This is an optimization exercise on Yosys and OpenROAD, whose aim is small area, a short achievable clock period and few clock cycles, not a production implementation. At most, simulation tests tie the RTL to the original design; equivalence was not proved. Power is estimated from default activity; no workload was simulated.

## ex_stage
module ex_stage
#(
  parameter int WIDTH      = ex_pkg::WIDTH_DEFAULT,
  parameter int MULDIV_LAT = 4
) (
  input  logic             clk,
  input  logic             rst,
  input  logic             flush,
  input  logic             in_valid,
  output logic             in_ready,
  input  logic [4:0]       in_op,
  input  logic [4:0]       in_shamt,
  input  logic [4:0]       in_rd,
  input  logic [4:0]       in_rs_a,
  input  logic [4:0]       in_rs_b,
  input  logic [WIDTH-1:0] in_a,
  input  logic [WIDTH-1:0] in_b,
  input  logic             in_wen,
  output logic             out_valid,
  input  logic             out_ready,
  output logic [WIDTH-1:0] out_result,
  output logic [4:0]       out_rd,
  output logic             out_wen,
  output logic             out_zf,
  output logic             out_of,
  output logic             out_illegal
);
Size: ~170 flip-flops, roughly 140 I/O pins, about 0.020 mm^2 of cells after synthesis.
export LEC_CHECK = 0
export ABC_AREA = 1
export CAP_MARGIN = 20
export CORE_MARGIN = 2
export CORE_UTILIZATION = 40
export GPL_TIMING_DRIVEN = 0
export SLEW_MARGIN = 20
create_clock -name core_clock -period 95.0 [get_ports {clk}]
standard.sh (not shown) runs the stock make flow with config.mk's settings and CLKGATE_MAP_FILE= SYNTH_SCRIPT=/design/flow/synth_recipe.tcl, a recipe that flattens the netlist after the stock synthesis.
==> flow/flow/run.sh <==
#!/bin/bash
# Layout: the standard ORFS flow (standard.sh) with two changes:
#  - technology mapping uses an area-oriented ABC script (flow/abc.script)
#    in place of ORFS's abc_speed/abc_area scripts; everything else in
#    synthesis is ORFS's and the standard flow's own script, so the registers are the
#    standard synthesis's;
#  - ports are buffered with buf_2 cells.
# Each step's full output goes to a log file of its own in this folder.
set -euo pipefail
here=$(pwd)
rm -rf "$here/orfs_scripts"
cp -r "$FLOW_HOME/scripts" "$here/orfs_scripts"
cp "$here/flow/abc.script" "$here/orfs_scripts/abc_speed.script"
cp "$here/flow/abc.script" "$here/orfs_scripts/abc_area.script"
export SCRIPTS_DIR="$here/orfs_scripts"
export BUFFER_PORTS_ARGS="-buffer_cell sky130_fd_sc_hd__buf_2"
bash standard.sh synth > "$here/synth.log" 2>&1
bash standard.sh > "$here/layout.log" 2>&1
==> flow/flow/abc.script <==
strash
&get -n
&st
&deepsyn -T 30
&dch
&nf
&put
buffer -c
topo
stime -c
upsize -c
dnsize -c
The first run reached the layout checks and failed them: max-capacitance violations, max-slew violations.
==> next run, changes <==
- GPL_TIMING_DRIVEN: 0 -> default
=>
- The changed run completed without violations
- first-iteration DRC count decreases by 27%
- core utilization falls by 1.4 points
- cell area is lower by 3.0%
- total power drops by 7.0%
- worst setup slack gets better by 1.0 ns
==> next run, changes <==
==> flow/flow/abc.script (replaced) <==
strash
&get -n
&st
&deepsyn -T 30
&dch
&nf
&put
What happened:
- The changed run completed with no timing, DRC or antenna violations
- via count climbs by 0.48%
- worst hold slack gains 0.0077 ns
- wire length climbs by 0.94%
- final area drops by 0.82%
No functional check of the RTL was part of any run of this note.

========
Another version of the RTL of ex_stage (not shown whole).
For scale: roughly 170 flip-flops, about 140 I/O pins, about 19000 um2 of cells after synthesis.
==> flow/config.mk <==
export PLATFORM = sky130hd
export DESIGN_NAME = ex_stage
export DESIGN_NICKNAME = ex_stage
export VERILOG_FILES = /design/flow/design.v
export SDC_FILE = /design/flow/constraint.sdc
export NUM_CORES = 4
export LEC_CHECK = 0
export ABC_AREA = 1
export CAP_MARGIN = 20
export CORE_MARGIN = 2
export CORE_UTILIZATION = 40
export CTS_CLUSTER_DIAMETER = 100
export CTS_CLUSTER_SIZE = 40
export SLEW_MARGIN = 20
==> flow/constraint.sdc <==
create_clock -name core_clock -period 95.0 [get_ports {clk}]
set_input_delay 19.0000 -clock core_clock [delete_from_list [all_inputs] [get_ports {clk}]]
set_output_delay 19.0000 -clock core_clock [all_outputs]
set_load 0.01 [all_outputs]
==> flow/flow/abc.script <==
strash
&get -n
&st
&deepsyn -T 30
&dch
&nf
&put
Scripts as last shown in full above: flow/flow/run.sh
Testbench counts at the start, summed over its fixed seeds: cycles 32,591.
Then changed:
--- a/flow/flow/run.sh
+++ b/flow/flow/run.sh
@@ -6,3 +6,3 @@
 #    standard synthesis's;
-#  - ports are buffered with buf_2 cells.
+#  - ports are buffered with buf_1 cells.
 # Each step's full output goes to a log file of its own in this folder.
@@ -15,3 +15,3 @@
 export SCRIPTS_DIR="$here/orfs_scripts"
-export BUFFER_PORTS_ARGS="-buffer_cell sky130_fd_sc_hd__buf_2"
+export BUFFER_PORTS_ARGS="-buffer_cell sky130_fd_sc_hd__buf_1"
 bash standard.sh synth > "$here/synth.log" 2>&1
- CORE_UTILIZATION: 40 -> 50
- CTS_CLUSTER_DIAMETER: 100 -> default
- CTS_CLUSTER_SIZE: 40 -> default
The changed run went through all stages and came out clean.
Power goes down by 1.4%.
Clock skew goes down by 0.0067 ns.
Final area goes down by 1.5%.
Sequential share of layout area goes up by 0.36 points.
Via count goes up by 0.56%.
Setup slack is better by 0.0062 ns.
Die area goes down by 20%.
Then changed:
- CORE_UTILIZATION: 50 -> 40
Result:
- clock skew rose by 0.014 ns
- global-route usage fell by 9.0 points
- clock-buffer cell count rose by 3
- hold slack gets worse by 0.0073 ns
- wire length rose by 1.9%
- non-clock buffer count fell by 1
- register-to-register slack gets better by 0.06 ns
- setup slack gets better by 0.026 ns
- critical path depth is unchanged
Then changed:
--- a/flow/flow/run.sh
+++ b/flow/flow/run.sh
@@ -6,3 +6,5 @@
 #    standard synthesis's;
-#  - ports are buffered with buf_1 cells.
+#  - ports are buffered with buf_2 cells;
+#  - before the post-placement repair_design, nets are limited to a fanout
+#    of 10 (flow/pre_resize.tcl).
 # Each step's full output goes to a log file of its own in this folder.
@@ -15,3 +17,4 @@
 export SCRIPTS_DIR="$here/orfs_scripts"
-export BUFFER_PORTS_ARGS="-buffer_cell sky130_fd_sc_hd__buf_1"
+export BUFFER_PORTS_ARGS="-buffer_cell sky130_fd_sc_hd__buf_2"
+export PRE_RESIZE_TCL="$here/flow/pre_resize.tcl"
 bash standard.sh synth > "$here/synth.log" 2>&1
==> flow/flow/pre_resize.tcl (new file) <==
# Limit the fanout that repair_design leaves on a net, so that high-fanout
# select lines get buffer trees.
set_max_fanout 10 [current_design]
After rerunning:
- final cell count increases by about 7%
- routed wire length goes up by 14%
- clock skew is lower by 0.0065 ns
- first-iteration DRC count went up by about 12%
- core utilization goes up by 4.6 points
- via count went up by 6.5%
- total power is higher by 2.8%
- synthesized area stays the same
- setup slack gets worse by 1.9 ns
- clock-buffer cell count went down by 3

==> separate check: timing with driven ports <==
In the flow no input, the clock included, has a driving cell. The finished layouts below were timed again as built, in two steps.
Step 1 (the two cells are an assumption about what drives the block):
set clk [get_ports {clk}]
set_driving_cell -lib_cell sky130_fd_sc_hd__clkbuf_16 $clk
set_driving_cell -lib_cell sky130_fd_sc_hd__buf_2 [delete_from_list [all_inputs] $clk]
Step 2 times the ports against the registers' clock, not the clock port: input delays grow and output delays shrink by t, the midpoint of the rising clock arrivals with the driver on.
Slacks: no drivers / after step 1 / after step 2; pairs: no drivers / after step 1.
run	t, ns	slack for setup (ns)	worst data-port slew with drivers (ns)
the first run of note 1	0.599	72.661 / 72.686 / 72.087	0.06
the second run of note 1	0.571	73.706 / 73.742 / 73.170	0.05
the third run of note 1	0.576	73.477 / 73.512 / 72.936	0.05
the first run of note 2	0.576	74.200 / 74.225 / 73.649	0.06
the second run of note 2	0.579	74.206 / 74.242 / 73.664	0.06
the third run of note 2	0.570	74.232 / 74.260 / 73.691	0.06
the fourth run of note 2	0.555	72.330 / 72.330 / 72.112	0.06
The setup slack of the first run of note 1, which loses most, moves by +0.025 ns with the drivers and by -0.574 ns with both steps.
